What follows belongs to an exercise in optimizing a design on an open flow for small area and a short achievable clock period; a production flow would make more cautious choices. At most, simulation tests tie the RTL to the original design; equivalence was not proved. For run 4, only the layout was checked, not whether the RTL still works.

## flow/design.v (module list and top-level ports; edited modules follow where they fit)
// module chroma_upsampler: 33 lines
// module chroma_taps: 744 lines
// module chroma_interp: 443 lines
// module rgb_converter: 2145 lines
// module luma_scale: 446 lines
// module yuv_to_rgb_core: 180 lines
module yuv_to_rgb_core (
	input  logic                CLOCK_50_I,
	input  logic                resetn,
	input  logic                pair_strobe,
	input  pixel_pkg::sample_t  y_even,
	input  pixel_pkg::sample_t  y_odd,
	input  pixel_pkg::sample_t  u_in,
	input  pixel_pkg::sample_t  v_in,
	output logic                rgb_strobe,
	output pixel_pkg::channel_t r_even,
	output pixel_pkg::channel_t g_even,
	output pixel_pkg::channel_t b_even,
	output pixel_pkg::channel_t r_odd,
	output pixel_pkg::channel_t g_odd,
	output pixel_pkg::channel_t b_odd
);
  // ...
==> flow/flow/run.sh <==
#!/bin/bash
# Standard layout, with one extra step between synthesis and floorplan:
# flow/polarity.py re-polarises the full-adder cells of the standard
# synthesis netlist to drop the inverters synthesis leaves between them.
# Each tool's output goes to a log of its own in this folder.
set -e
R=orfs/results/$FLOW_PLATFORM/yuv_to_rgb_core/base
bash standard.sh synth > 1_synth_std.log 2>&1
cp $R/1_2_yosys.v 1_2_yosys_std.v
python3 flow/polarity.py 1_2_yosys_std.v $R/1_2_yosys.v > polarity.log 2>&1
export SETUP_SLACK_MARGIN=8.0
bash standard.sh finish > finish.log 2>&1
==> flow/flow/polarity.py <==
#!/usr/bin/env python3
"""Re-polarise full adders in a flat Yosys netlist of sky130 cells.

A full adder is self-dual: FA(~a, ~b, ~c) = (~sum, ~cout).  Synthesis leaves
many inverters between adder cells; this pass chooses, for every fa cell,
whether it computes its signals true or complemented, so that as few nets as
possible need an inverter, then rebuilds the inverters.  The logic function
of every port and register input is unchanged.

usage: polarity.py IN.v OUT.v"""
import re
import sys

INV_RE = re.compile(r"^sky130_fd_sc_hd__inv_\d+$")
FA_RE = re.compile(r"^sky130_fd_sc_hd__fa_\d+$")
OUT_PINS = {"X", "Y", "Q", "Q_N", "SUM", "COUT", "HI", "LO", "GCLK"}

src = open(sys.argv[1]).read()

mod_start = src.index("module ")
body_start = src.index(";", mod_start) + 1
end_idx = src.rindex("endmodule")
header = src[:body_start]
body = src[body_start:end_idx]

# statements of the module body, split on ';' outside of parentheses is not
# needed: yosys writes one statement per ';'
stmts = [s for s in body.split(";")]
cell_re = re.compile(r"^\s*(sky130_fd_sc_hd__\w+)\s+(\S+)\s*\((.*)\)\s*$", re.S)
pin_re = re.compile(r"\.(\w+)\(\s*(.*?)\s*\)\s*(?:,|$)", re.S)

cells = []      # [type, name, {pin: net}]
other = []      # statements kept verbatim (declarations, assigns)
port_nets = set()
for s in stmts:
    st = s.strip()
    if not st:
        continue
    m = cell_re.match(st)
    if m:
        pins = {}
        for p, n in pin_re.findall(m.group(3)):
            pins[p] = n.strip()
        cells.append([m.group(1), m.group(2), pins])
    else:
        other.append(s)
        mm = re.match(r"^\s*(input|output|inout)\s+(\[[^\]]*\]\s*)?(.+)$", st, re.S)
        if mm:
            port_nets.add(mm.group(3).strip())

def base(net):
    # port 'foo' referenced as 'foo[3]'
    b = re.sub(r"\s*\[\d+\]$", "", net)
    return b

# nets named in assigns are left alone
assign_nets = set()
for s in other:
    if s.strip().startswith("assign"):
        for tok in re.findall(r"(\\\S+|[A-Za-z_][\w$.]*(?:\s*\[\d+\])?)", s.strip()[6:]):
            assign_nets.add(tok.strip())
            assign_nets.add(base(tok.strip()))

def fixed_net(net):
    return net in port_nets or base(net) in port_nets or net in assign_nets or base(net) in assign_nets

driver = {}
for ci, (t, name, pins) in enumerate(cells):
    for p, n in pins.items():
        if p in OUT_PINS:
            driver[n] = (ci, p)

# inverters that can be dissolved: input and output are plain internal nets
inv_of = {}   # output net -> input net
dissolve = set()
for ci, (t, name, pins) in enumerate(cells):
    if INV_RE.match(t) and "A" in pins and "Y" in pins and not fixed_net(pins["Y"]):
        inv_of[pins["Y"]] = pins["A"]
        dissolve.add(ci)

def root_of(net):
    par = 0
    seen = 0
    while net in inv_of and seen < 100:
        net = inv_of[net]
        par ^= 1
        seen += 1
    return net, par

fa_cells = [ci for ci, c in enumerate(cells) if FA_RE.match(c[0])]
is_fa = set(fa_cells)
fa_in = ("A", "B", "CIN")
fa_out = ("SUM", "COUT")

# consumer pins: (cell, pin) -> (root, parity)
cons = {}
for ci, (t, name, pins) in enumerate(cells):
    if ci in dissolve:
        continue
    for p, n in pins.items():
        if p in OUT_PINS:
            continue
        cons[(ci, p)] = root_of(n)
# inverters kept (fixed outputs) consume as normal cells: already covered

# polarity per fa cell
pol = {ci: 0 for ci in fa_cells}

def drv_pol(root):
    d = driver.get(root)
    if d and d[0] in is_fa:
        return pol[d[0]]
    return 0

# the FA outputs root nets: which roots does each FA drive
fa_roots = {ci: [cells[ci][2][p] for p in fa_out if p in cells[ci][2]] for ci in fa_cells}
root_cons = {}
for k, (r, par) in cons.items():
    root_cons.setdefault(r, []).append(k)

def need(k):
    ci, p = k
    r, par = cons[k]
    if ci in is_fa and p in fa_in:
        return par ^ pol[ci]
    return par

def root_cost(r):
    dp = drv_pol(r)
    for k in root_cons.get(r, []):
        if need(k) != dp:
            return 1
    return 0

def fa_touch(ci):
    rs = set(fa_roots[ci])
    for p in fa_in:
        if (ci, p) in cons:
            rs.add(cons[(ci, p)][0])
    return rs

def total():
    return sum(root_cost(r) for r in root_cons)

before = total()
touch = {ci: fa_touch(ci) for ci in fa_cells}


def delta(ci):
    rs = touch[ci]
    c0 = sum(root_cost(r) for r in rs)
    pol[ci] ^= 1
    c1 = sum(root_cost(r) for r in rs)
    pol[ci] ^= 1
    return c1 - c0


def descend():
    improved = True
    while improved:
        improved = False
        for ci in fa_cells:
            if delta(ci) < 0:
                pol[ci] ^= 1
                improved = True


# greedy descent, then annealing that accepts sideways and rare uphill moves
import random
rng = random.Random(1)
descend()
best_cost = total()
best = dict(pol)
cur = best_cost
temp = 1.0
for step in range(200000):
    ci = fa_cells[rng.randrange(len(fa_cells))]
    d = delta(ci)
    if d <= 0 or rng.random() < pow(2.718, -d / temp):
        pol[ci] ^= 1
        cur += d
        if cur < best_cost:
            best_cost = cur
            best = dict(pol)
    temp = max(0.05, 1.0 - step / 150000.0)
pol.update(best)
descend()
after = total()

# rebuild: FA polarity flip means its logical output root now carries the
# complement on the same net; every consumer pin gets the net or a shared
# inverter of it
new_inv = {}
out_cells = []
ninv = 0
def inv_net(r):
    global ninv
    if r not in new_inv:
        nm = f"_pol_n{ninv}_"
        new_inv[r] = nm
        ninv += 1
    return new_inv[r]

for ci, (t, name, pins) in enumerate(cells):
    if ci in dissolve:
        continue
    newpins = dict(pins)
    for p in pins:
        if p in OUT_PINS:
            continue
        r, par = cons[(ci, p)]
        if need((ci, p)) == drv_pol(r):
            newpins[p] = r
        else:
            newpins[p] = inv_net(r)
    out_cells.append((t, name, newpins))

def esc(n):
    # escaped identifiers end at white space
    return n + " " if n.startswith("\\") else n


lines = [header]
for s in other:
    lines.append(s + ";")
for r, nm in new_inv.items():
    lines.append(f"\n  wire {nm};")
for i, (r, nm) in enumerate(new_inv.items()):
    lines.append(f"\n  sky130_fd_sc_hd__inv_1 _pol_i{i}_ (\n    .A({esc(r)}),\n    .Y({nm})\n  );")
for t, name, pins in out_cells:
    pl = ",\n".join(f"    .{p}({esc(n)})" for p, n in pins.items())
    lines.append(f"\n  {t} {name} (\n{pl}\n  );")
lines.append("\nendmodule\n")
open(sys.argv[2], "w").write("".join(lines))
flipped = sum(pol.values())
sys.stderr.write(f"polarity: {len(fa_cells)} fa cells, {flipped} flipped; "
                 f"inverters {len(dissolve)} dissolved, {len(new_inv)} rebuilt "
                 f"(complemented nets {before} -> {after})\n")
==> flow/standard.sh <==
#!/bin/bash
# synth_recipe.tcl (not shown) runs the flow's synth.tcl, then flattens the netlist and writes it again
# the make line also repeats each setting of config.mk as NAME=value (left out here)
make -C /OpenROAD-flow-scripts/flow DESIGN_CONFIG=/design/flow/config.mk WORK_HOME=/design/flow/orfs CLKGATE_MAP_FILE= SYNTH_SCRIPT=/design/flow/synth_recipe.tcl "${@:-finish}"
==> flow/config.mk <==
export PLATFORM = sky130hd
export DESIGN_NAME = yuv_to_rgb_core
export DESIGN_NICKNAME = yuv_to_rgb_core
export VERILOG_FILES = /design/flow/design.v
export SDC_FILE = /design/flow/constraint.sdc
export NUM_CORES = 4
export LEC_CHECK = 0
export ABC_AREA = 1
export CAP_MARGIN = 20
export CORE_MARGIN = 2
export CORE_UTILIZATION = 40
export SLEW_MARGIN = 20
==> flow/constraint.sdc <==
create_clock -name core_clock -period 11.5 [get_ports {CLOCK_50_I}]
set_input_delay 2.3000 -clock core_clock [delete_from_list [all_inputs] [get_ports {CLOCK_50_I}]]
set_output_delay 2.3000 -clock core_clock [all_outputs]
set_load 0.01 [all_outputs]
==> impl_metrics.json, run 1 <==
{
  "period_minus_slack_ps": 3870,
  "cp_slowest_cell": "fa_2",
  "cts_buffers": 45,
  "hp-class": "flip-flop to flip-flop",
  "num-multi-input-gates": 2050,
  "nNonClkInverters": 498,
  "worstHoldStart": "ly_odd[2][6]$_DFFE_PP_",
  "grt_pass1_wl_um": 112000,
  "post-place-cells": 3979,
  "critPathCaptureType": "flip-flop",
  "required_ps": 11980,
  "worst_path_largest_cell_delay_ps": 590,
  "dieArea_um2": 77700,
  "dr.pass1.iters": 5,
  "cts_root_buffer": "clkbuf_16",
  "num-nonclk-buffers": 286,
  "path_class": "flip-flop to flip-flop",
  "track_usage": 0.181,
  "cts_resized": 351,
  "clk_pin_slew_ps": 70,
  "status": "finished clean",
  "seq_cell_count": 376,
  "grt_overflow_total": 0,
  "cts.path.max_buffers": 3,
  "drc": 0,
  "place_hpwl_um": 52400,
  "drv_cap": 0,
  "seq_area_frac": 0.245,
  "ys_warn_count": 6,
  "rsz0062_at_grt": "yes",
  "grt_pass1_vias": 21500,
  "maxSlewHeadroom": 0.336,
  "grt-busiest-layer": "met2",
  "clock_cell_area_share": 0.0407
}
==> run 2: changes to the inputs <==
--- a/flow/flow/run.sh
+++ b/flow/flow/run.sh
@@ -8,5 +8,7 @@
 bash standard.sh synth > 1_synth_std.log 2>&1
 cp $R/1_2_yosys.v 1_2_yosys_std.v
 python3 flow/polarity.py 1_2_yosys_std.v $R/1_2_yosys.v > polarity.log 2>&1
-export SETUP_SLACK_MARGIN=8.0
+export SETUP_SLACK_MARGIN=7.7
+# Port buffers: a plain buffer rather than the delay cell buffer_ports picks
+export BUFFER_PORTS_ARGS="-buffer_cell sky130_fd_sc_hd__buf_2"
 bash standard.sh finish > finish.log 2>&1
==> run 2 against run 1 <==
Setup slack worse by 26 ps. Die area is the same. Critical path depth is the same. Area after synthesis unchanged. Wire length is 5.2% lower.
==> impl_metrics.json, run 2 <==
{
  "m1WireLength_um": 29900,
  "track_usage": 0.174,
  "grt_pass1_vias": 20400,
  "setup_tns_ps": 0,
  "period_share": 0.338,
  "drive_gt1_frac": 0.190,
  "ioPinCount": 84,
  "wl_met2_um": 32100,
  "antenna_left": 0,
  "netlist_area_um2": 30200,
  "numPortBuffers": 83,
  "die_x_um": 279,
  "dr.pass1.iters": 4,
  "required_ps": 11970,
  "dieArea_um2": 77700,
  "drv_cap": 0,
  "reg_top3": "u_upsampler.win (40), v_upsampler.win (40)",
  "insertion_delay_ps": 590,
  "die_h_um": 279,
  "synthesis.nets": 3791,
  "wire_per_inst_um": 15.7,
  "achievable-frequency_ghz": 0.257,
  "grt_overflow_total": 0,
  "maxSlewHeadroom": 0.346,
  "synthToLayoutAreaGrowth_pct": 18.2,
  "path_class": "flip-flop to flip-flop",
  "tightest_slew_ps": 981,
  "skew_ps": 21.6,
  "critPathCaptureType": "flip-flop",
  "crit_arrival_ps": 4370,
  "finalHoldViolations": 0,
  "diodes": 0,
  "grt_max_degree": 129,
  "htreeDepth": 2,
  "maxSlewViolCount": 0,
  "setup_viol": 0,
  "cts_tree": "yes",
  "rsz0062_at_grt": "yes",
  "highest_layer": "met4",
  "vias_per_cell": 4.72,
  "cts.sinks": 376,
  "initial_utilization": 0.405,
  "layout_commonest_cell": "nand2_1",
  "place_hpwl_um": 51100,
  "clk_pin_slew_ps": 60,
  "gp_congestion": 0.906,
  "layout.nets": 4065,
  "cts_root_buffer": "clkbuf_16",
  "path_max_fanout": 8,
  "routed_wl_um": 66000,
  "fin_util": 0.479,
  "std_cell_rows": 100,
  "holdBufCountCts": 0,
  "status": "finished clean",
  "drc": 0,
  "cts_buffers": 43,
  "postSynthCellCount": 2935,
  "post-place-cells": 3979,
  "vias": 19900,
  "period_minus_slack_ps": 3890,
  "cts.path.max_buffers": 3,
  "grt_pass1_wl_um": 107000,
  "syn_avg_cell_area_um2": 10.3,
  "core_um2": 74600,
  "dr_wl_met3_um": 2380,
  "cp-start-kind": "flip-flop",
  "initialDrtViolationCount": 844,
  "final_cells": 4212,
  "layout_common_cells": "nand2_1 (515), inv_1 (460), ha_1 (393), fa_1 (371), dfxtp_1 (162)",
  "antenna_found_initial": 1,
  "hp-class": "flip-flop to flip-flop",
  "ys_warn_count": 6
}
run 2: worst paths after layout:
path / cells past startpoint / from / slack, ps / end
max in group asynchronous: 1 / resetn / 9580 / idx[2]$_DFFE_PN1P_
worst min-delay path: 0 / ly_odd[2][6]$_DFFE_PP_ / 330 / y_odd_s1[6]$_DFF_P_
min in group asynchronous: 1 / resetn / 1610 / rgb_strobe$_DFF_PN0_
worst min register to register: 0 / ly_odd[2][6]$_DFFE_PP_ / 330 / y_odd_s1[6]$_DFF_P_
worst max register to register: 17 / u_odd_s2[6]$_DFF_P_ / 7610 / g_odd[2]$_DFF_P_
worst max-delay path: 17 / u_odd_s2[6]$_DFF_P_ / 7610 / g_odd[2]$_DFF_P_
run 2: stage by stage:
step	setup slack [ps]	instance area, um2	hold slack (ps)
after CTS	7620	34500	333
after global placement	7090	31900	324
after global routing	7470	35700	342
after detailed placement	7060	31900	327
after floorplan	7700	30200	323
final	7610	35700	334
run 2: cell type report:
type | count | area (um2)
clock buffer | 56 | 1200
clock inverter | 23 | 279
fill | 6840 | 38900
inverter | 498 | 1980
multi-input combinational | 2050 | 20200
sequential | 376 | 9200
tap | 969 | 1210
timing repair buffer | 240 | 1680
run 2: critical path: stages, from the launching register on:
cell and delay (ps):
dfxtp_4 400, inv_8 40, fa_2 600, fa_1 420, fa_2 570, fa_2 470, ha_4 290, nand2_4 60
nor2_4 130, inv_4 60, nor4_4 140, nand2_1 110, nand2_1 100, nand2_2 60, nand2_4 130, nand3_2 80
nand2_1 70, inv_1 30
run 2: timing repair:
item / CTS / global route
buffers inserted: 76 / 78
pin swaps: 36 / 94
gates resized for setup: 152 / 140
endpoints found under the setup margin: 72 / 72
run 2: layer usage:
layer  up-vias  global-route usage
met2       304               0.301
met1      9533               0.227
li1       9976                   -
met5         -                   0
met3        87              0.0260
met4         0              0.0455
==> run 3: changes to the inputs <==
--- a/flow/flow/run.sh
+++ b/flow/flow/run.sh
@@ -8,7 +8,7 @@
 bash standard.sh synth > 1_synth_std.log 2>&1
 cp $R/1_2_yosys.v 1_2_yosys_std.v
 python3 flow/polarity.py 1_2_yosys_std.v $R/1_2_yosys.v > polarity.log 2>&1
-export SETUP_SLACK_MARGIN=7.7
+export SETUP_SLACK_MARGIN=8.0
 # Port buffers: a plain buffer rather than the delay cell buffer_ports picks
 export BUFFER_PORTS_ARGS="-buffer_cell sky130_fd_sc_hd__buf_2"
 bash standard.sh finish > finish.log 2>&1
==> run 3 against run 2 <==
Core utilization rose by 2.1 points. Sequential share of layout area fell by 1.0 points. Count of clock-buffer cells in the layout fell by 5. Synthesized cell count did not move. Fmax rose by 0.39%. Critical path type unchanged.
==> impl_metrics.json, run 3 <==
{
  "path_class": "flip-flop to flip-flop",
  "hp-class": "flip-flop to flip-flop",
  "setup_tns_ps": 0,
  "holdBufCountCts": 0,
  "worstHoldStart": "ly_even[2][2]$_DFFE_PP_",
  "netlist_area_um2": 30200,
  "cts.sinks": 376,
  "cts_root_buffer": "clkbuf_16",
  "tightest_slew_ps": 984,
  "cts.path.max_buffers": 3,
  "maxSlewViolCount": 0,
  "cp_slowest_cell": "fa_1",
  "worst_path_largest_cell_delay_ps": 580,
  "path_buf_inv": 2,
  "vias_per_cell": 4.79,
  "drive_gt1_frac": 0.265,
  "dpl_cell_area_um2": 32100,
  "worstPathCellList": "inv_8 -> fa_1 -> fa_1 -> fa_2 -> fa_1 -> ha_4 -> nand2_2 -> nand2_2 -> nand2_2 -> nand2_4 -> nand2_2 -> nand3_4 -> a21oi_2 -> nand3_2 -> nand2_4 -> nand3_2 -> nand2_2 -> inv_2",
  "vias": 20400,
  "regToRegEndpoint": "g_odd[3]$_DFF_P_",
  "post-place-cells": 3978,
  "drv_cap": 0,
  "reg_top3": "u_upsampler.win (40), v_upsampler.win (40)",
  "period_share": 0.337,
  "maxSlewHeadroom": 0.344,
  "required_ps": 11980,
  "insertion_delay_ps": 610,
  "critPathCaptureType": "flip-flop",
  "timing.rr.start": "u_odd_s2[6]$_DFF_P_",
  "hold-path-endpoint": "y_even_s1[2]$_DFF_P_",
  "synthesis.nets": 3791,
  "dr.pass1.iters": 7,
  "std_cell_rows": 100,
  "critPathTopFamily": "adder cells",
  "cpMostUsedCell": "nand2_2",
  "layout_commonest_cell": "nand2_1",
  "ys_warn_count": 6,
  "cp-start-kind": "flip-flop",
  "layout.nets": 4108,
  "grt_pass1_wl_um": 111000,
  "period_minus_slack_ps": 3880,
  "track_usage": 0.180,
  "synthToLayoutAreaGrowth_pct": 23.5,
  "wire_per_inst_um": 16.1,
  "r2r_cells": 18,
  "grt_pass1_vias": 21200,
  "finalHoldViolations": 0,
  "initialDrtViolationCount": 916,
  "die_h_um": 279,
  "worst_hold_slack_ps": 339,
  "layout_common_cells": "nand2_1 (441), inv_1 (436), ha_1 (369), fa_1 (360), buf_4 (173)",
  "numPortBuffers": 83,
  "ioPinCount": 84,
  "crit_arrival_ps": 4360,
  "rrSetupSlack_ps": 7620,
  "fin_util": 0.500,
  "antenna_left": 0,
  "final_cells": 4258,
  "path_max_fanout": 8,
  "die_x_um": 279,
  "dieArea_um2": 77700,
  "setup_viol": 0,
  "fillers": 6608,
  "diodes": 0,
  "cts_buffers": 45,
  "gp_congestion": 0.897,
  "skew_ps": 37.8,
  "postSynthCellCount": 2935,
  "rsz0062_at_grt": "yes",
  "place_hpwl_um": 52200,
  "syn_avg_cell_area_um2": 10.3,
  "clk_pin_slew_ps": 60,
  "grt_overflow_total": 0,
  "initial_utilization": 0.405,
  "antenna_found_initial": 3,
  "routed_wl_um": 68400,
  "min_path_cells": 0,
  "htreeDepth": 2,
  "drc": 0,
  "grt_max_degree": 129,
  "achievable-frequency_ghz": 0.258,
  "stdcell_area_um2": 37300,
  "cts_tree": "yes",
  "status": "finished clean",
  "core_um2": 74600
}
[run 3: cell types whose count changed in the layout (fill, tap and decap cells not counted), sizes merged]
cell and delta:
buf +39, clkbuf -3, clkinv +10, clkinvlp -1, inv +1
[run 3: routing by layer]
metal	share of wire	GRT usage	vias to the layer above	wire [um]
met4	0.037	0.0616	2	2510
met3	0.049	0.0307	139	3340
met2	0.48	0.305	400	32800
met1	0.44	0.232	9794	29800
li1	-	-	10000	-
met5	0.00019	0	-	13
[run 3: worst max path at each step]
| stage | startpoint | end | slack, ps | cells after the start |
|---|---|---|---|---|
| 6_report | u_odd_s2[6]$_DFF_P_ | g_odd[3]$_DFF_P_ | 7620 | 18 |
| 5_1_grt | u_odd_s2[6]$_DFF_P_ | g_odd[0]$_DFF_P_ | 7470 | 17 |
| 2_1_floorplan | u_even_s2[7]$_DFF_P_ | g_even[6]$_DFF_P_ | 7710 | 17 |
| 3_5_place_dp | u_even_s2[2]$_DFF_P_ | g_even[1]$_DFF_P_ | 7230 | 15 |
| 3_3_place_gp | u_even_s2[2]$_DFF_P_ | g_even[1]$_DFF_P_ | 7250 | 15 |
| 4_1_cts | u_even_s2[2]$_DFF_P_ | g_even[1]$_DFF_P_ | 7580 | 15 |
[run 3: per-stage QoR]
stage | worst slack [ps]
finish | 7620
global route | 7470
CTS | 7580
detailed placement | 7230
global placement | 7250
floorplan | 7710
[run 3: area by class of cell]
type / instances / area (um2) / area share
sequential: 376 / 9230 / 0.248
clock buffer: 51 / 1180 / 0.0316
clock inverter: 33 / 365 / 0.00980
tap: 969 / 1210 / 0.0325
timing repair buffer: 281 / 2060 / 0.0553
inverter: 498 / 2000 / 0.0537
multi-input combinational: 2050 / 21200 / 0.569
[run 3: worst reg2reg max path: stages (launching register included)]
cell	delay, ps
dfxtp_4	410
inv_8	50
fa_1	510
fa_1	470
fa_2	490
fa_1	580
ha_4	230
nand2_2	60
nand2_2	70
nand2_2	80
nand2_4	60
nand2_2	80
nand3_4	70
a21oi_2	170
nand3_2	100
nand2_4	150
nand3_2	100
nand2_2	80
inv_2	30
[run 3: what timing repair did]
action / 4_1_cts / 5_1_grt
resized for setup: 275 / 250
setup buffers: 123 / 72
cloned: 0 / 1
endpoints found under the setup margin: 72 / 75
pin swaps: 138 / 169
==> module luma_scale, before the edit <==
module luma_scale (
	input  logic [7:0] y,
	output logic [24:2] l
);
	logic l_0;
	logic l_1;
	logic l_2;
	logic l_3;
	logic l_4;
	logic l_5;
	logic l_6;
	logic l_7;
	logic l_8;
	logic l_9;
	logic l_10;
	logic l_11;
	logic l_12;
	logic l_13;
	logic l_14;
	logic l_15;
	logic l_16;
	logic l_17;
	logic l_18;
	logic l_19;
	logic l_20;
	logic l_21;
	logic l_22;
	logic l_23;
	logic l_24;
	logic l_25;
	logic l_26;
	logic l_27;
	logic l_28;
	logic l_29;
	logic l_30;
	logic l_31;
	logic l_32;
	logic l_33;
	logic l_34;
	logic l_35;
	logic l_36;
	logic l_37;
	logic l_38;
	logic l_39;
	logic l_40;
	logic l_41;
	logic l_42;
	logic l_43;
	logic l_44;
	logic l_45;
	logic l_46;
	logic l_47;
	logic l_48;
	logic l_49;
	logic l_50;
	logic l_51;
	logic l_52;
	logic l_53;
	logic l_54;
	logic l_55;
	logic l_56;
	logic l_57;
	logic l_58;
	logic l_59;
	logic l_60;
	logic l_61;
	logic l_62;
	logic l_63;
	logic l_64;
	logic l_65;
	logic l_66;
	logic l_67;
	logic l_68;
	logic l_69;
	logic l_70;
	logic l_71;
	logic l_72;
	logic l_73;
	logic l_74;
	logic l_75;
	logic l_76;
	logic l_77;
	logic l_78;
	logic l_79;
	logic l_80;
	logic l_81;
	logic l_82;
	logic l_83;
	logic l_84;
	logic l_85;
	logic l_86;
	logic l_87;
	logic l_88;
	logic l_89;
	logic l_90;
	logic l_91;
	logic l_92;
	logic l_93;
	logic l_94;
	logic l_95;
	logic l_96;
	logic l_97;
	logic l_98;
	logic l_99;
	logic l_100;
	logic l_101;
	logic l_102;
	logic l_103;
	logic l_104;
	logic l_105;
	logic l_106;
	logic l_107;
	logic l_108;
	logic l_109;
	logic l_110;
	logic l_111;
	logic l_112;
	logic l_113;
	logic l_114;
	logic l_115;
	logic l_116;
	logic l_117;
	logic l_118;
	logic l_119;
	logic l_120;
	logic l_121;
	logic l_122;
	logic l_123;
	logic l_124;
	logic l_125;
	logic l_126;
	logic l_127;
	logic l_128;
	logic l_129;
	logic l_130;
	logic l_131;
	logic l_132;
	logic l_133;
	logic l_134;
	logic l_135;
	logic l_136;
	logic l_137;
	logic l_138;
	logic l_139;
	logic l_140;
	logic l_141;
	logic l_142;
	logic l_143;
	logic l_144;
	logic l_145;
	logic l_146;
	logic l_147;
	logic l_148;
	logic l_149;
	logic l_150;
	logic l_151;
	logic l_152;
	logic l_153;
	logic l_154;
	logic l_155;
	logic l_156;
	logic l_157;
	logic l_158;
	logic l_159;
	logic l_160;
	logic l_161;
	logic l_162;
	logic l_163;
	logic l_164;
	logic l_165;
	logic l_166;
	logic l_167;
	logic l_168;
	logic l_169;
	logic l_170;
	logic l_171;
	logic l_172;
	logic l_173;
	logic l_174;
	logic l_175;
	logic l_176;
	logic l_177;
	logic l_178;
	logic l_179;
	logic l_180;
	logic l_181;
	logic l_182;
	logic l_183;
	logic l_184;
	logic l_185;
	logic l_186;
	logic l_187;
	logic l_188;
	logic l_189;
	logic l_190;
	logic l_191;
	logic l_192;
	logic l_193;
	logic l_194;
	logic l_195;
	logic l_196;
	logic l_197;
	logic l_198;
	logic l_199;
	logic l_200;
	logic l_201;
	logic l_202;
	logic l_203;
	logic l_204;
	logic l_205;
	logic l_206;
	logic l_207;
	logic l_208;
	assign l_0 = ~y[7];
	assign l_1 = ~y[6];
	assign l_2 = ~y[7];
	assign l_3 = ~y[4];
	assign l_4 = ~(y[5] ^ y[3]);
	assign l_5 = y[5] | y[3];
	assign l_6 = ~(y[6] ^ y[4]);
	assign l_7 = y[6] | y[4];
	assign l_8 = l_0 ^ y[5] ^ y[3];
	assign l_9 = (l_0 & y[5]) | (l_0 & y[3]) | (y[5] & y[3]);
	assign l_10 = l_1 ^ y[4] ^ y[1];
	assign l_11 = (l_1 & y[4]) | (l_1 & y[1]) | (y[4] & y[1]);
	assign l_12 = l_2 ^ y[5] ^ y[2];
	assign l_13 = (l_2 & y[5]) | (l_2 & y[2]) | (y[5] & y[2]);
	assign l_14 = ~(y[6] ^ y[3]);
	assign l_15 = y[6] | y[3];
	assign l_16 = ~y[7];
	assign l_17 = ~y[2];
	assign l_18 = ~(y[3] ^ y[1]);
	assign l_19 = y[3] | y[1];
	assign l_20 = l_3 ^ y[2] ^ y[0];
	assign l_21 = (l_3 & y[2]) | (l_3 & y[0]) | (y[2] & y[0]);
	assign l_22 = l_4 ^ y[1] ^ y[4];
	assign l_23 = (l_4 & y[1]) | (l_4 & y[4]) | (y[1] & y[4]);
	assign l_24 = l_6 ^ y[2] ^ l_5;
	assign l_25 = (l_6 & y[2]) | (l_6 & l_5) | (y[2] & l_5);
	assign l_26 = l_8 ^ y[0] ^ l_7;
	assign l_27 = (l_8 & y[0]) | (l_8 & l_7) | (y[0] & l_7);
	assign l_28 = l_10 ^ y[7] ^ l_9;
	assign l_29 = (l_10 & y[7]) | (l_10 & l_9) | (y[7] & l_9);
	assign l_30 = l_12 ^ y[6] ^ l_11;
	assign l_31 = (l_12 & y[6]) | (l_12 & l_11) | (y[6] & l_11);
	assign l_32 = l_14 ^ y[7] ^ l_13;
	assign l_33 = (l_14 & y[7]) | (l_14 & l_13) | (y[7] & l_13);
	assign l_34 = l_16 ^ y[4] ^ l_15;
	assign l_35 = (l_16 & y[4]) | (l_16 & l_15) | (y[4] & l_15);
	assign l_36 = ~(y[5] ^ y[7]);
	assign l_37 = y[5] | y[7];
	assign l_38 = ~y[6];
	assign l_39 = ~y[7];
	assign l_40 = ~~y[0];
	assign l_41 = ~y[7] & y[0];
	assign l_42 = ~y[7] ^ y[0];
	assign l_43 = ~y[1];
	assign l_44 = l_17 & y[0];
	assign l_45 = l_17 ^ y[0];
	assign l_46 = l_18 & y[2];
	assign l_47 = l_18 ^ y[2];
	assign l_48 = l_20 & l_19;
	assign l_49 = l_20 ^ l_19;
	assign l_50 = l_22 & l_21;
	assign l_51 = l_22 ^ l_21;
	assign l_52 = l_24 & l_23;
	assign l_53 = l_24 ^ l_23;
	assign l_54 = l_26 & l_25;
	assign l_55 = l_26 ^ l_25;
	assign l_56 = l_28 & l_27;
	assign l_57 = l_28 ^ l_27;
	assign l_58 = l_30 & l_29;
	assign l_59 = l_30 ^ l_29;
	assign l_60 = l_32 & l_31;
	assign l_61 = l_32 ^ l_31;
	assign l_62 = l_34 & l_33;
	assign l_63 = l_34 ^ l_33;
	assign l_64 = l_36 & l_35;
	assign l_65 = l_36 ^ l_35;
	assign l_66 = l_38 & l_37;
	assign l_67 = l_38 ^ l_37;
	assign l_68 = l_39 & y[6];
	assign l_69 = l_39 ^ y[6];
	assign l_70 = ~y[7];
	assign l_71 = ~y[1] & ~y[0];
	assign l_72 = ~y[1] & l_40;
	assign l_73 = ~y[3] & ~y[2];
	assign l_74 = ~y[5] & ~y[4];
	assign l_75 = l_42 & ~y[6];
	assign l_76 = l_45 & y[1];
	assign l_77 = l_44 | l_76;
	assign l_78 = l_45 & l_43;
	assign l_79 = l_49 & l_46;
	assign l_80 = l_48 | l_79;
	assign l_81 = l_49 & l_47;
	assign l_82 = l_53 & l_50;
	assign l_83 = l_52 | l_82;
	assign l_84 = l_53 & l_51;
	assign l_85 = l_57 & l_54;
	assign l_86 = l_56 | l_85;
	assign l_87 = l_57 & l_55;
	assign l_88 = l_61 & l_58;
	assign l_89 = l_60 | l_88;
	assign l_90 = l_61 & l_59;
	assign l_91 = l_65 & l_62;
	assign l_92 = l_64 | l_91;
	assign l_93 = l_65 & l_63;
	assign l_94 = l_69 & l_66;
	assign l_95 = l_68 | l_94;
	assign l_96 = l_69 & l_67;
	assign l_97 = ~y[4] & l_73;
	assign l_98 = l_74 & l_73;
	assign l_99 = l_43 & l_41;
	assign l_100 = y[1] | l_99;
	assign l_101 = l_43 & l_75;
	assign l_102 = l_78 & l_41;
	assign l_103 = l_77 | l_102;
	assign l_104 = l_78 & l_75;
	assign l_105 = l_51 & l_80;
	assign l_106 = l_50 | l_105;
	assign l_107 = l_51 & l_81;
	assign l_108 = l_84 & l_80;
	assign l_109 = l_83 | l_108;
	assign l_110 = l_84 & l_81;
	assign l_111 = l_59 & l_86;
	assign l_112 = l_58 | l_111;
	assign l_113 = l_59 & l_87;
	assign l_114 = l_90 & l_86;
	assign l_115 = l_89 | l_114;
	assign l_116 = l_90 & l_87;
	assign l_117 = l_67 & l_92;
	assign l_118 = l_66 | l_117;
	assign l_119 = l_67 & l_93;
	assign l_120 = l_96 & l_92;
	assign l_121 = l_95 | l_120;
	assign l_122 = l_96 & l_93;
	assign l_123 = ~y[2] & l_71;
	assign l_124 = l_73 & l_71;
	assign l_125 = l_97 & l_71;
	assign l_126 = l_98 & l_71;
	assign l_127 = l_47 & l_103;
	assign l_128 = l_46 | l_127;
	assign l_129 = l_47 & l_104;
	assign l_130 = l_81 & l_103;
	assign l_131 = l_80 | l_130;
	assign l_132 = l_81 & l_104;
	assign l_133 = l_107 & l_103;
	assign l_134 = l_106 | l_133;
	assign l_135 = l_107 & l_104;
	assign l_136 = l_110 & l_103;
	assign l_137 = l_109 | l_136;
	assign l_138 = l_110 & l_104;
	assign l_139 = l_63 & l_115;
	assign l_140 = l_62 | l_139;
	assign l_141 = l_63 & l_116;
	assign l_142 = l_93 & l_115;
	assign l_143 = l_92 | l_142;
	assign l_144 = l_93 & l_116;
	assign l_145 = l_119 & l_115;
	assign l_146 = l_118 | l_145;
	assign l_147 = l_119 & l_116;
	assign l_148 = l_122 & l_115;
	assign l_149 = l_121 | l_148;
	assign l_150 = l_122 & l_116;
	assign l_151 = ~y[6] & l_126;
	assign l_152 = l_75 & l_126;
	assign l_153 = l_41 | l_152;
	assign l_154 = l_101 & l_126;
	assign l_155 = l_100 | l_154;
	assign l_156 = l_104 & l_126;
	assign l_157 = l_103 | l_156;
	assign l_158 = l_129 & l_126;
	assign l_159 = l_128 | l_158;
	assign l_160 = l_132 & l_126;
	assign l_161 = l_131 | l_160;
	assign l_162 = l_135 & l_126;
	assign l_163 = l_134 | l_162;
	assign l_164 = l_138 & l_126;
	assign l_165 = l_137 | l_164;
	assign l_166 = l_70 & l_149;
	assign l_167 = y[7] | l_166;
	assign l_168 = l_70 & l_150;
	assign l_169 = l_55 & l_165;
	assign l_170 = l_54 | l_169;
	assign l_171 = l_87 & l_165;
	assign l_172 = l_86 | l_171;
	assign l_173 = l_113 & l_165;
	assign l_174 = l_112 | l_173;
	assign l_175 = l_116 & l_165;
	assign l_176 = l_115 | l_175;
	assign l_177 = l_141 & l_165;
	assign l_178 = l_140 | l_177;
	assign l_179 = l_144 & l_165;
	assign l_180 = l_143 | l_179;
	assign l_181 = l_147 & l_165;
	assign l_182 = l_146 | l_181;
	assign l_183 = l_150 & l_165;
	assign l_184 = l_149 | l_183;
	assign l_185 = l_168 & l_165;
	assign l_186 = l_167 | l_185;
	assign l_187 = ~y[1] ^ ~y[0];
	assign l_188 = ~y[2] ^ l_71;
	assign l_189 = ~y[3] ^ l_123;
	assign l_190 = ~y[4] ^ l_124;
	assign l_191 = ~y[5] ^ l_125;
	assign l_192 = ~y[6] ^ l_126;
	assign l_193 = l_42 ^ l_151;
	assign l_194 = l_43 ^ l_153;
	assign l_195 = l_45 ^ l_155;
	assign l_196 = l_47 ^ l_157;
	assign l_197 = l_49 ^ l_159;
	assign l_198 = l_51 ^ l_161;
	assign l_199 = l_53 ^ l_163;
	assign l_200 = l_55 ^ l_165;
	assign l_201 = l_57 ^ l_170;
	assign l_202 = l_59 ^ l_172;
	assign l_203 = l_61 ^ l_174;
	assign l_204 = l_63 ^ l_176;
	assign l_205 = l_65 ^ l_178;
	assign l_206 = l_67 ^ l_180;
	assign l_207 = l_69 ^ l_182;
	assign l_208 = l_70 ^ l_184;
	assign l[2] = l_40;
	assign l[3] = l_187;
	assign l[4] = l_188;
	assign l[5] = l_189;
	assign l[6] = l_190;
	assign l[7] = l_191;
	assign l[8] = l_192;
	assign l[9] = l_193;
	assign l[10] = l_194;
	assign l[11] = l_195;
	assign l[12] = l_196;
	assign l[13] = l_197;
	assign l[14] = l_198;
	assign l[15] = l_199;
	assign l[16] = l_200;
	assign l[17] = l_201;
	assign l[18] = l_202;
	assign l[19] = l_203;
	assign l[20] = l_204;
	assign l[21] = l_205;
	assign l[22] = l_206;
	assign l[23] = l_207;
	assign l[24] = l_208;
endmodule
==> run 4: changes to the inputs <==
--- a/flow/design.v
+++ b/flow/design.v
@@ -3565,40 +3565,6 @@
 	logic l_172;
 	logic l_173;
 	logic l_174;
-	logic l_175;
-	logic l_176;
-	logic l_177;
-	logic l_178;
-	logic l_179;
-	logic l_180;
-	logic l_181;
-	logic l_182;
-	logic l_183;
-	logic l_184;
-	logic l_185;
-	logic l_186;
-	logic l_187;
-	logic l_188;
-	logic l_189;
-	logic l_190;
-	logic l_191;
-	logic l_192;
-	logic l_193;
-	logic l_194;
-	logic l_195;
-	logic l_196;
-	logic l_197;
-	logic l_198;
-	logic l_199;
-	logic l_200;
-	logic l_201;
-	logic l_202;
-	logic l_203;
-	logic l_204;
-	logic l_205;
-	logic l_206;
-	logic l_207;
-	logic l_208;
 	assign l_0 = ~y[7];
 	assign l_1 = ~y[6];
 	assign l_2 = ~y[7];
@@ -3696,141 +3662,107 @@
 	assign l_94 = l_69 & l_66;
 	assign l_95 = l_68 | l_94;
 	assign l_96 = l_69 & l_67;
-	assign l_97 = ~y[4] & l_73;
-	assign l_98 = l_74 & l_73;
-	assign l_99 = l_43 & l_41;
-	assign l_100 = y[1] | l_99;
-	assign l_101 = l_43 & l_75;
-	assign l_102 = l_78 & l_41;
-	assign l_103 = l_77 | l_102;
-	assign l_104 = l_78 & l_75;
-	assign l_105 = l_51 & l_80;
-	assign l_106 = l_50 | l_105;
-	assign l_107 = l_51 & l_81;
-	assign l_108 = l_84 & l_80;
-	assign l_109 = l_83 | l_108;
-	assign l_110 = l_84 & l_81;
-	assign l_111 = l_59 & l_86;
-	assign l_112 = l_58 | l_111;
-	assign l_113 = l_59 & l_87;
-	assign l_114 = l_90 & l_86;
-	assign l_115 = l_89 | l_114;
-	assign l_116 = l_90 & l_87;
-	assign l_117 = l_67 & l_92;
-	assign l_118 = l_66 | l_117;
-	assign l_119 = l_67 & l_93;
-	assign l_120 = l_96 & l_92;
-	assign l_121 = l_95 | l_120;
-	assign l_122 = l_96 & l_93;
-	assign l_123 = ~y[2] & l_71;
-	assign l_124 = l_73 & l_71;
-	assign l_125 = l_97 & l_71;
-	assign l_126 = l_98 & l_71;
-	assign l_127 = l_47 & l_103;
-	assign l_128 = l_46 | l_127;
-	assign l_129 = l_47 & l_104;
-	assign l_130 = l_81 & l_103;
-	assign l_131 = l_80 | l_130;
-	assign l_132 = l_81 & l_104;
-	assign l_133 = l_107 & l_103;
-	assign l_134 = l_106 | l_133;
-	assign l_135 = l_107 & l_104;
-	assign l_136 = l_110 & l_103;
-	assign l_137 = l_109 | l_136;
-	assign l_138 = l_110 & l_104;
-	assign l_139 = l_63 & l_115;
-	assign l_140 = l_62 | l_139;
-	assign l_141 = l_63 & l_116;
-	assign l_142 = l_93 & l_115;
-	assign l_143 = l_92 | l_142;
-	assign l_144 = l_93 & l_116;
-	assign l_145 = l_119 & l_115;
-	assign l_146 = l_118 | l_145;
-	assign l_147 = l_119 & l_116;
-	assign l_148 = l_122 & l_115;
-	assign l_149 = l_121 | l_148;
-	assign l_150 = l_122 & l_116;
-	assign l_151 = ~y[6] & l_126;
-	assign l_152 = l_75 & l_126;
-	assign l_153 = l_41 | l_152;
-	assign l_154 = l_101 & l_126;
-	assign l_155 = l_100 | l_154;
-	assign l_156 = l_104 & l_126;
-	assign l_157 = l_103 | l_156;
-	assign l_158 = l_129 & l_126;
-	assign l_159 = l_128 | l_158;
-	assign l_160 = l_132 & l_126;
-	assign l_161 = l_131 | l_160;
-	assign l_162 = l_135 & l_126;
-	assign l_163 = l_134 | l_162;
-	assign l_164 = l_138 & l_126;
-	assign l_165 = l_137 | l_164;
-	assign l_166 = l_70 & l_149;
-	assign l_167 = y[7] | l_166;
-	assign l_168 = l_70 & l_150;
-	assign l_169 = l_55 & l_165;
-	assign l_170 = l_54 | l_169;
-	assign l_171 = l_87 & l_165;
-	assign l_172 = l_86 | l_171;
-	assign l_173 = l_113 & l_165;
-	assign l_174 = l_112 | l_173;
-	assign l_175 = l_116 & l_165;
-	assign l_176 = l_115 | l_175;
-	assign l_177 = l_141 & l_165;
-	assign l_178 = l_140 | l_177;
-	assign l_179 = l_144 & l_165;
-	assign l_180 = l_143 | l_179;
-	assign l_181 = l_147 & l_165;
-	assign l_182 = l_146 | l_181;
-	assign l_183 = l_150 & l_165;
-	assign l_184 = l_149 | l_183;
-	assign l_185 = l_168 & l_165;
-	assign l_186 = l_167 | l_185;
-	assign l_187 = ~y[1] ^ ~y[0];
-	assign l_188 = ~y[2] ^ l_71;
-	assign l_189 = ~y[3] ^ l_123;
-	assign l_190 = ~y[4] ^ l_124;
-	assign l_191 = ~y[5] ^ l_125;
-	assign l_192 = ~y[6] ^ l_126;
-	assign l_193 = l_42 ^ l_151;
-	assign l_194 = l_43 ^ l_153;
-	assign l_195 = l_45 ^ l_155;
-	assign l_196 = l_47 ^ l_157;
-	assign l_197 = l_49 ^ l_159;
-	assign l_198 = l_51 ^ l_161;
-	assign l_199 = l_53 ^ l_163;
-	assign l_200 = l_55 ^ l_165;
-	assign l_201 = l_57 ^ l_170;
-	assign l_202 = l_59 ^ l_172;
-	assign l_203 = l_61 ^ l_174;
-	assign l_204 = l_63 ^ l_176;
-	assign l_205 = l_65 ^ l_178;
-	assign l_206 = l_67 ^ l_180;
-	assign l_207 = l_69 ^ l_182;
-	assign l_208 = l_70 ^ l_184;
+	assign l_97 = l_74 & l_73;
+	assign l_98 = l_78 & l_41;
+	assign l_99 = l_77 | l_98;
+	assign l_100 = l_78 & l_75;
+	assign l_101 = l_84 & l_80;
+	assign l_102 = l_83 | l_101;
+	assign l_103 = l_84 & l_81;
+	assign l_104 = l_90 & l_86;
+	assign l_105 = l_89 | l_104;
+	assign l_106 = l_90 & l_87;
+	assign l_107 = l_96 & l_92;
+	assign l_108 = l_95 | l_107;
+	assign l_109 = l_96 & l_93;
+	assign l_110 = l_97 & l_71;
+	assign l_111 = l_103 & l_99;
+	assign l_112 = l_102 | l_111;
+	assign l_113 = l_103 & l_100;
+	assign l_114 = l_109 & l_105;
+	assign l_115 = l_108 | l_114;
+	assign l_116 = l_109 & l_106;
+	assign l_117 = l_113 & l_110;
+	assign l_118 = l_112 | l_117;
+	assign l_119 = l_116 & l_118;
+	assign l_120 = l_115 | l_119;
+	assign l_121 = l_100 & l_110;
+	assign l_122 = l_99 | l_121;
+	assign l_123 = l_106 & l_118;
+	assign l_124 = l_105 | l_123;
+	assign l_125 = l_73 & l_71;
+	assign l_126 = l_75 & l_110;
+	assign l_127 = l_41 | l_126;
+	assign l_128 = l_81 & l_122;
+	assign l_129 = l_80 | l_128;
+	assign l_130 = l_87 & l_118;
+	assign l_131 = l_86 | l_130;
+	assign l_132 = l_93 & l_124;
+	assign l_133 = l_92 | l_132;
+	assign l_134 = ~y[2] & l_71;
+	assign l_135 = ~y[4] & l_125;
+	assign l_136 = ~y[6] & l_110;
+	assign l_137 = l_43 & l_127;
+	assign l_138 = y[1] | l_137;
+	assign l_139 = l_47 & l_122;
+	assign l_140 = l_46 | l_139;
+	assign l_141 = l_51 & l_129;
+	assign l_142 = l_50 | l_141;
+	assign l_143 = l_55 & l_118;
+	assign l_144 = l_54 | l_143;
+	assign l_145 = l_59 & l_131;
+	assign l_146 = l_58 | l_145;
+	assign l_147 = l_63 & l_124;
+	assign l_148 = l_62 | l_147;
+	assign l_149 = l_67 & l_133;
+	assign l_150 = l_66 | l_149;
+	assign l_151 = l_70 & l_120;
+	assign l_152 = y[7] | l_151;
+	assign l_153 = ~y[1] ^ ~y[0];
+	assign l_154 = ~y[2] ^ l_71;
+	assign l_155 = ~y[3] ^ l_134;
+	assign l_156 = ~y[4] ^ l_125;
+	assign l_157 = ~y[5] ^ l_135;
+	assign l_158 = ~y[6] ^ l_110;
+	assign l_159 = l_42 ^ l_136;
+	assign l_160 = l_43 ^ l_127;
+	assign l_161 = l_45 ^ l_138;
+	assign l_162 = l_47 ^ l_122;
+	assign l_163 = l_49 ^ l_140;
+	assign l_164 = l_51 ^ l_129;
+	assign l_165 = l_53 ^ l_142;
+	assign l_166 = l_55 ^ l_118;
+	assign l_167 = l_57 ^ l_144;
+	assign l_168 = l_59 ^ l_131;
+	assign l_169 = l_61 ^ l_146;
+	assign l_170 = l_63 ^ l_124;
+	assign l_171 = l_65 ^ l_148;
+	assign l_172 = l_67 ^ l_133;
+	assign l_173 = l_69 ^ l_150;
+	assign l_174 = l_70 ^ l_120;
 	assign l[2] = l_40;
-	assign l[3] = l_187;
-	assign l[4] = l_188;
-	assign l[5] = l_189;
-	assign l[6] = l_190;
-	assign l[7] = l_191;
-	assign l[8] = l_192;
-	assign l[9] = l_193;
-	assign l[10] = l_194;
-	assign l[11] = l_195;
-	assign l[12] = l_196;
-	assign l[13] = l_197;
-	assign l[14] = l_198;
-	assign l[15] = l_199;
-	assign l[16] = l_200;
-	assign l[17] = l_201;
-	assign l[18] = l_202;
-	assign l[19] = l_203;
-	assign l[20] = l_204;
-	assign l[21] = l_205;
-	assign l[22] = l_206;
-	assign l[23] = l_207;
-	assign l[24] = l_208;
+	assign l[3] = l_153;
+	assign l[4] = l_154;
+	assign l[5] = l_155;
+	assign l[6] = l_156;
+	assign l[7] = l_157;
+	assign l[8] = l_158;
+	assign l[9] = l_159;
+	assign l[10] = l_160;
+	assign l[11] = l_161;
+	assign l[12] = l_162;
+	assign l[13] = l_163;
+	assign l[14] = l_164;
+	assign l[15] = l_165;
+	assign l[16] = l_166;
+	assign l[17] = l_167;
+	assign l[18] = l_168;
+	assign l[19] = l_169;
+	assign l[20] = l_170;
+	assign l[21] = l_171;
+	assign l[22] = l_172;
+	assign l[23] = l_173;
+	assign l[24] = l_174;
 endmodule
 `default_nettype wire
 `timescale 1ns/1ps
--- a/flow/flow/run.sh
+++ b/flow/flow/run.sh
@@ -8,7 +8,7 @@
 bash standard.sh synth > 1_synth_std.log 2>&1
 cp $R/1_2_yosys.v 1_2_yosys_std.v
 python3 flow/polarity.py 1_2_yosys_std.v $R/1_2_yosys.v > polarity.log 2>&1
-export SETUP_SLACK_MARGIN=8.0
+export SETUP_SLACK_MARGIN=7.7
 # Port buffers: a plain buffer rather than the delay cell buffer_ports picks
 export BUFFER_PORTS_ARGS="-buffer_cell sky130_fd_sc_hd__buf_2"
 bash standard.sh finish > finish.log 2>&1
--- a/flow/flow/polarity.py
+++ b/flow/flow/polarity.py
@@ -87,7 +87,9 @@
         seen += 1
     return net, par
 
-fa_cells = [ci for ci, c in enumerate(cells) if FA_RE.match(c[0])]
+# an adder whose output is a port or named in an assign keeps its polarity
+fa_cells = [ci for ci, c in enumerate(cells) if FA_RE.match(c[0])
+            and not any(fixed_net(n) for p, n in c[2].items() if p in OUT_PINS)]
 is_fa = set(fa_cells)
 fa_in = ("A", "B", "CIN")
 fa_out = ("SUM", "COUT")
--- a/flow/config.mk
+++ b/flow/config.mk
@@ -9,4 +9,5 @@
 export CAP_MARGIN = 20
 export CORE_MARGIN = 2
 export CORE_UTILIZATION = 40
+export CTS_BUF_LIST = sky130_fd_sc_hd__clkbuf_4 sky130_fd_sc_hd__clkbuf_8
 export SLEW_MARGIN = 20
==> run 4 against run 3 <==
Wire length increased by 0.57%. Still clean on timing, DRC and antenna. Highest routed layer unchanged. First-iteration DRC count increased by 12%. Clock skew increased by 9.1 ps. Largest cell class unchanged.
==> impl_metrics.json, run 4 <==
{
  "path_max_fanout": 8,
  "skew_ps": 46.8,
  "numPortBuffers": 83,
  "vias": 20300,
  "track_usage": 0.181,
  "hp-class": "flip-flop to flip-flop",
  "post-place-cells": 3969,
  "grtUsageMet1": 0.240,
  "drive_gt1_frac": 0.228,
  "worstPathCellList": "inv_4 -> fa_1 -> fa_1 -> fa_1 -> fa_1 -> ha_4 -> nand2_2 -> nor2_4 -> inv_2 -> nor4_4 -> buf_4 -> a21boi_4 -> o21ai_4 -> nand2_1 -> inv_1",
  "insertion_delay_ps": 690,
  "fillers": 6743,
  "cp-start-kind": "flip-flop",
  "setup_viol": 0,
  "layout_commonest_cell": "nand2_1",
  "maxSlewHeadroom": 0.305,
  "synthToLayoutAreaGrowth_pct": 19.7,
  "grt-busiest-layer": "met2",
  "ys_warn_count": 6,
  "min_path_cells": 0,
  "cpMostUsedCell": "fa_1",
  "use_met3": 0.0393,
  "layout_common_cells": "nand2_1 (482), inv_1 (461), ha_1 (387), fa_1 (379), dfxtp_1 (164)",
  "achievable-frequency_ghz": 0.253,
  "period_share": 0.343,
  "fin_util": 0.486,
  "seqCellArea_um2": 9190,
  "gp_congestion": 0.885,
  "path_class": "flip-flop to flip-flop",
  "setup_tns_ps": 0,
  "dp_slack_ps": 6860,
  "worst_slack_ps": 7550,
  "path_buf_inv": 4,
  "grt_overflow_total": 0,
  "grt_pass1_vias": 21000,
  "routed_wl_um": 68800,
  "cts.path.max_buffers": 3,
  "place_hpwl_um": 52100,
  "period_minus_slack_ps": 3950,
  "die_h_um": 279,
  "std_cell_rows": 100,
  "status": "finished clean",
  "initialDrtViolationCount": 1025,
  "finalHoldViolations": 0,
  "htreeDepth": 3,
  "r2r_cells": 15,
  "core_um2": 74700,
  "path_depth": 15,
  "die_x_um": 279,
  "maxSlewViolCount": 0,
  "synthesis.nets": 3793,
  "required_ps": 12110,
  "cts_root_buffer": "clkbuf_8",
  "critPathTopFamily": "adder cells",
  "postSynthCellCount": 2923,
  "dr.pass1.iters": 5,
  "stdcell_area_um2": 36300,
  "reg_top3": "u_upsampler.win (40), v_upsampler.win (40)",
  "multi_input_area_um2": 20500,
  "dpl_cell_area_um2": 32000,
  "wire_per_inst_um": 16.1,
  "grt_max_degree": 129,
  "cts.sinks": 376,
  "rsz0062_at_grt": "yes",
  "cp_slowest_cell": "fa_1",
  "cts_buffers": 74,
  "gr-usage-met2": 0.290,
  "grt_pass1_wl_um": 110000,
  "layout.nets": 4108,
  "critPathCaptureType": "flip-flop",
  "worst_path_largest_cell_delay_ps": 560,
  "antenna_found_initial": 2,
  "drv_cap": 0,
  "dieArea_um2": 78000,
  "drc": 0,
  "antenna_left": 0,
  "crit_arrival_ps": 4560,
  "tightest_slew_ps": 1040,
  "ioPinCount": 84,
  "initial_utilization": 0.406,
  "netlist_area_um2": 30300,
  "syn_avg_cell_area_um2": 10.4,
  "cts_tree": "yes",
  "final_cells": 4268,
  "clk_pin_slew_ps": 60,
  "holdBufCountCts": 0,
  "vias_per_cell": 4.75
}
## run 4: through the flow
stage	hold slack, ps
after floorplan	323
after global placement	325
after detailed placement	327
after CTS	333
after global routing	347
final	330
## run 4: worst paths after layout
kind | start | end | slack [ps]
min in group asynchronous | resetn | rgb_strobe$_DFF_PN0_ | 1500
min reg2reg | ly_even[2][6]$_DFFE_PP_ | y_even_s1[6]$_DFF_P_ | 330
max in group asynchronous | resetn | idx[3]$_DFFE_PN1P_ | 9710
max | u_odd_s2[7]$_DFF_P_ | g_odd[0]$_DFF_P_ | 7550
min | ly_even[2][6]$_DFFE_PP_ | y_even_s1[6]$_DFF_P_ | 330
max reg2reg | u_odd_s2[7]$_DFF_P_ | g_odd[0]$_DFF_P_ | 7550
## run 4: final cells by class
cell class,count,share of cell area
Sequential cell,376,0.253
Timing Repair Buffer,249,0.0470
Inverter,505,0.0553
Clock buffer,105,0.0367
Tap cell,969,0.0334
Multi-Input combinational cell,2032,0.566
Clock inverter,31,0.00862
Antenna cell,1,0.0000690
## run 4: worst register-to-register path: stages (launching register included)
cell and delay [ps]:
dfxtp_4 390, inv_4 60, fa_1 560, fa_1 440, fa_1 480, fa_1 510
ha_4 300, nand2_2 70, nor2_4 100, inv_2 60, nor4_4 290, buf_4 170
a21boi_4 70, o21ai_4 250, nand2_1 80, inv_1 50
## run 4: what timing repair did
| action | 4_1_cts | 5_1_grt |
|---|---|---|
| gates cloned | 0 | 0 |
| setup buffers | 76 | 86 |
| pin swaps | 47 | 162 |
| gates resized for setup | 132 | 227 |
| endpoints found under the hold margin | 0 | 0 |
| endpoints found under the setup margin | 72 | 73 |
## run 4: per-layer routing
metal / vias up / part of all wire
met4: 2 / 0.035
met5: - / 0.00010
met1: 9727 / 0.46
met2: 443 / 0.46
met3: 139 / 0.053
li1: 9974 / -

[static timing again, ports no longer ideal]
In the flow no input, the clock included, has a driving cell. The finished layouts below were timed again as built, in two steps. Step 1 assumes that a clkbuf_16 drives the clock port and a buf_2 every other input. Step 2 times the ports against the registers' clock, not the clock port: input delays grow and output delays shrink by t, the midpoint of the rising clock arrivals with the driver on. a / b / c = ideal / step 1 / step 2; a / b = the first two.
run	t, ns	setup slack, ns	hold slack, ns	latest minus earliest clock arrival (ns)	worst data-port slew with drivers (ns)
run 1	0.647	7.634 / 7.634 / 7.517	0.331 / 0.331 / 0.331	0.038 / 0.038	0.05
run 2	0.641	7.609 / 7.609 / 7.609	0.334 / 0.334 / 0.334	0.022 / 0.022	0.04
run 3	0.655	7.624 / 7.624 / 7.624	0.339 / 0.339 / 0.339	0.042 / 0.042	0.06
run 4	0.722	7.551 / 7.551 / 7.551	0.330 / 0.330 / 0.330	0.057 / 0.058	0.04
After both steps every run listed still meets setup and hold. For run 1, which loses most, drivers alone change the setup slack by 0.000 ns; drivers and shift together by -0.117 ns.
